From an optimization exercise on the open Yosys and OpenROAD flow, aimed at small area and a short achievable clock period; shortcuts taken in it are not production practice.
Where RTL was checked, it was by simulation tests only, not by an equivalence proof against the original.
Power is estimated from default activity; no workload was simulated.

the baseline:
==> flow/design.v (excerpt) <==
module spm_top #(
    parameter int SAMPLE_WIDTH = spm_pkg::SAMPLE_WIDTH_DEFAULT,
    parameter int FIFO_DEPTH   = spm_pkg::FIFO_DEPTH_DEFAULT
) (
    input  logic                               clk,
    input  logic                               reset,
    input  logic                               enable,
    input  logic                               start,
    input  logic [spm_pkg::INTERVAL_WIDTH-1:0] interval,
    input  logic signed [SAMPLE_WIDTH-1:0]     data_in,
    input  logic                               data_in_valid,
    output logic                               data_in_ready,
    output logic signed [SAMPLE_WIDTH-1:0]     min_out,
    output logic signed [SAMPLE_WIDTH-1:0]     max_out,
    output logic                               min_out_valid,
    output logic                               max_out_valid,
    input  logic                               min_out_ready,
    input  logic                               max_out_ready,
    output logic [spm_pkg::TIMER_WIDTH-1:0]    timer,
    output logic                               busy,
    output logic                               done
);
    localparam int AW = $clog2(FIFO_DEPTH);
    localparam int IW = spm_pkg::INTERVAL_WIDTH;
    localparam int TW = spm_pkg::TIMER_WIDTH;
    localparam logic [SAMPLE_WIDTH-1:0] END_MARKER = {1'b1, {(SAMPLE_WIDTH-1){1'b0}}};
    function automatic logic [31:0] inc32(input logic [31:0] x);
        for (int i = 0; i < 32; i++) inc32[i] = x[i] ^ ((x & ((32'd1 << i) - 32'd1)) == ((32'd1 << i) - 32'd1));
    endfunction
    function automatic logic [31:0] dec32(input logic [31:0] x);
        for (int i = 0; i < 32; i++) dec32[i] = x[i] ^ ((x & ((32'd1 << i) - 32'd1)) == 32'd0);
    endfunction
    logic signed [SAMPLE_WIDTH-1:0] mn [FIFO_DEPTH];
    logic signed [SAMPLE_WIDTH-1:0] mx [FIFO_DEPTH];
    logic [AW:0]   cnt_mn, cnt_mx;
    logic [AW-1:0] occ_mn, occ_mx;
    logic [IW-1:0] iq;       
    logic          n1;       
    logic [IW-1:0] rem;      
    logic [IW-1:0] base;     
    logic          have;     
    logic          last;     
    logic ready_int, accept, marker, smp, shift, push, pop_mn, pop_mx;
    logic wr0_mn, wr0_mx, start_run, head_mn, head_mx;
  ...
clock: 4.5 ns
lec_check: 0
cap_margin: 20
core_margin: 2
core_utilization: 60
cts_buf_list: sky130_fd_sc_hd__clkbuf_4 sky130_fd_sc_hd__clkbuf_8
cts_cluster_size: 30
setup_slack_margin: 2.0
slew_margin: 20
standard.sh (not shown) runs the stock make flow with config.mk's settings and CLKGATE_MAP_FILE= SYNTH_SCRIPT=/design/flow/synth_recipe.tcl, a recipe that flattens the netlist after the stock synthesis.
==> flow/flow/run.sh <==
#!/bin/bash
# Standard layout, with two changes: the clock tree is built without dummy
# loads, and the port buffers are the smallest plain buffer (timing repair
# sizes them up where a path needs it).
set -euo pipefail
export CTS_ARGS="-sink_clustering_enable -repair_clock_nets -sink_clustering_size 30 -buf_list {sky130_fd_sc_hd__clkbuf_4 sky130_fd_sc_hd__clkbuf_8} -dont_use_dummy_load"
export BUFFER_PORTS_ARGS="-buffer_cell sky130_fd_sc_hd__buf_1"
bash standard.sh synth > synth.log 2>&1
bash standard.sh finish > layout.log 2>&1
The baseline finished all stages; the layout is clean.
## Diff of input files: the candidate against the baseline
==> flow/run.sh (new file) <==
#!/bin/bash
# synth_recipe.tcl (not shown) runs the flow's synth.tcl, then flattens the netlist and writes it again
# the make line also repeats each setting of config.mk as NAME=value (left out here)
make -C /OpenROAD-flow-scripts/flow DESIGN_CONFIG=/design/flow/config.mk WORK_HOME=/design/flow/orfs CLKGATE_MAP_FILE= SYNTH_SCRIPT=/design/flow/synth_recipe.tcl finish
removed: flow/flow/run.sh
removed: flow/standard.sh
Findings:
- NOTE: clock buffer count in the candidate exceeds that of the baseline
- Summary: with the baseline as the reference, total length of routed wires in the candidate moved up by a little under 10%.
- | total track usage | lower: the baseline |
- Via count of the first global-routing pass ends up lower on the baseline.
- Compared with the baseline, the candidate shows a higher power share of the combinational group.

========
== build 16 ==
spm_top, a different RTL version from the one above (not shown whole).
Size: about 1800 cells after synthesis, about 630 flip-flops, roughly 120 I/O pins, about 26000 um^2 of cells after synthesis.
clock: 4.5 ns
lec_check: 0
cap_margin: 20
core_margin: 2
core_utilization: 60
cts_buf_list: sky130_fd_sc_hd__clkbuf_4 sky130_fd_sc_hd__clkbuf_8
cts_cluster_size: 30
setup_slack_margin: 1.8
slew_margin: 20
run.sh (not shown) runs the stock make flow with config.mk's settings and CLKGATE_MAP_FILE= SYNTH_SCRIPT=/design/flow/synth_recipe.tcl, a recipe that flattens the netlist after the stock synthesis.
Stock flow here: none of the scripts above is used.
In summary, build 16 completed successfully, with a layout that passed the timing, design-rule and antenna checks.
> inputs changed (build 16 -> build 89)
Settings: SETUP_SLACK_MARGIN removed (was 1.8); CTS_CLUSTER_SIZE removed (was 30); CORE_UTILIZATION changed from 60 to 40; CTS_BUF_LIST removed (was sky130_fd_sc_hd__clkbuf_4 sky130_fd_sc_hd__clkbuf_8).
--- outcome ---
For power after layout, dividing the value from build 16 by the value from build 89 gives 1.16.
Comparing final RePlAce weighted congestion for build 89 and build 16, the bigger number came from build 89.
Relative to build 16, relative contribution of sequential cells to total power has increased by 5.1 points in build 89.
sequential cells as the top power consumer group was reported by build 89, and combinational logic by build 16.
Compared with build 16, in build 89 met1 wire length saw a decrease; design area fell 3100 um^2.
min_out[6] as the end point of the critical path was reported by build 89, and min_out[14] by build 16.
Setup changes, build 89 to build 52
Settings: ABC_CLOCK_PERIOD_IN_PS now 2500, previously not set; CORE_UTILIZATION now 60, was 40; SETUP_SLACK_MARGIN now 2.0, previously not set.
--- outcome ---
- Lower routing usage on met1 was reported by build 89, not build 52.
- Run comparison: build 52 origin of the worst setup path idx_mx[0]$_DFFE_PP1P_; build 89 origin of the worst setup path idx_mn[3]$_DFFE_PP1P_
- The via count reported for build 52 is higher than the one for build 89.
- Final cell count without fillers down 55 in build 52 wrt build 89
- Compared with build 89, build 52 is the more power-hungry design.
- Proportion of power drawn by the clock network: build 89 and build 52 compared, lower one is build 52
No run of this note included a check of the RTL's function; only the layout flow was run.

static timing again, ports no longer ideal:
How much do the figures lean on ideal ports? The routed layouts below were timed once more, with nothing changed but the port constraints. Step 1: set_driving_cell puts a clkbuf_16 on clk and a buf_2 on each other input, an assumption about the parent block. Step 2 also shifts input and output timing later by t, the mid clock arrival at the registers, as if the neighbouring blocks saw the same clock. Slacks: ideal ports / drivers / drivers and shift; pairs: ideal ports / drivers.
run	shift t [ns]	slack for setup (ns)	latest minus earliest clock arrival (ns)	cell pins on the clock port's net
the baseline	0.724	2.002 / 1.925 / 1.201	0.063 / 0.063	1
the candidate	0.752	1.927 / 1.897 / 1.146	0.031 / 0.031	1
build 16	0.747	0.684 / 0.627 / 0.873	0.034 / 0.034	1
build 89	0.647	0.150 / 0.089 / 0.200	0.030 / 0.031	1
build 52	0.649	0.728 / 0.669 / 0.964	0.031 / 0.031	1
After both steps setup and hold are still met in every run listed. For the baseline, which loses most, drivers alone change the setup slack by -0.077 ns; drivers and shift together by -0.801 ns.
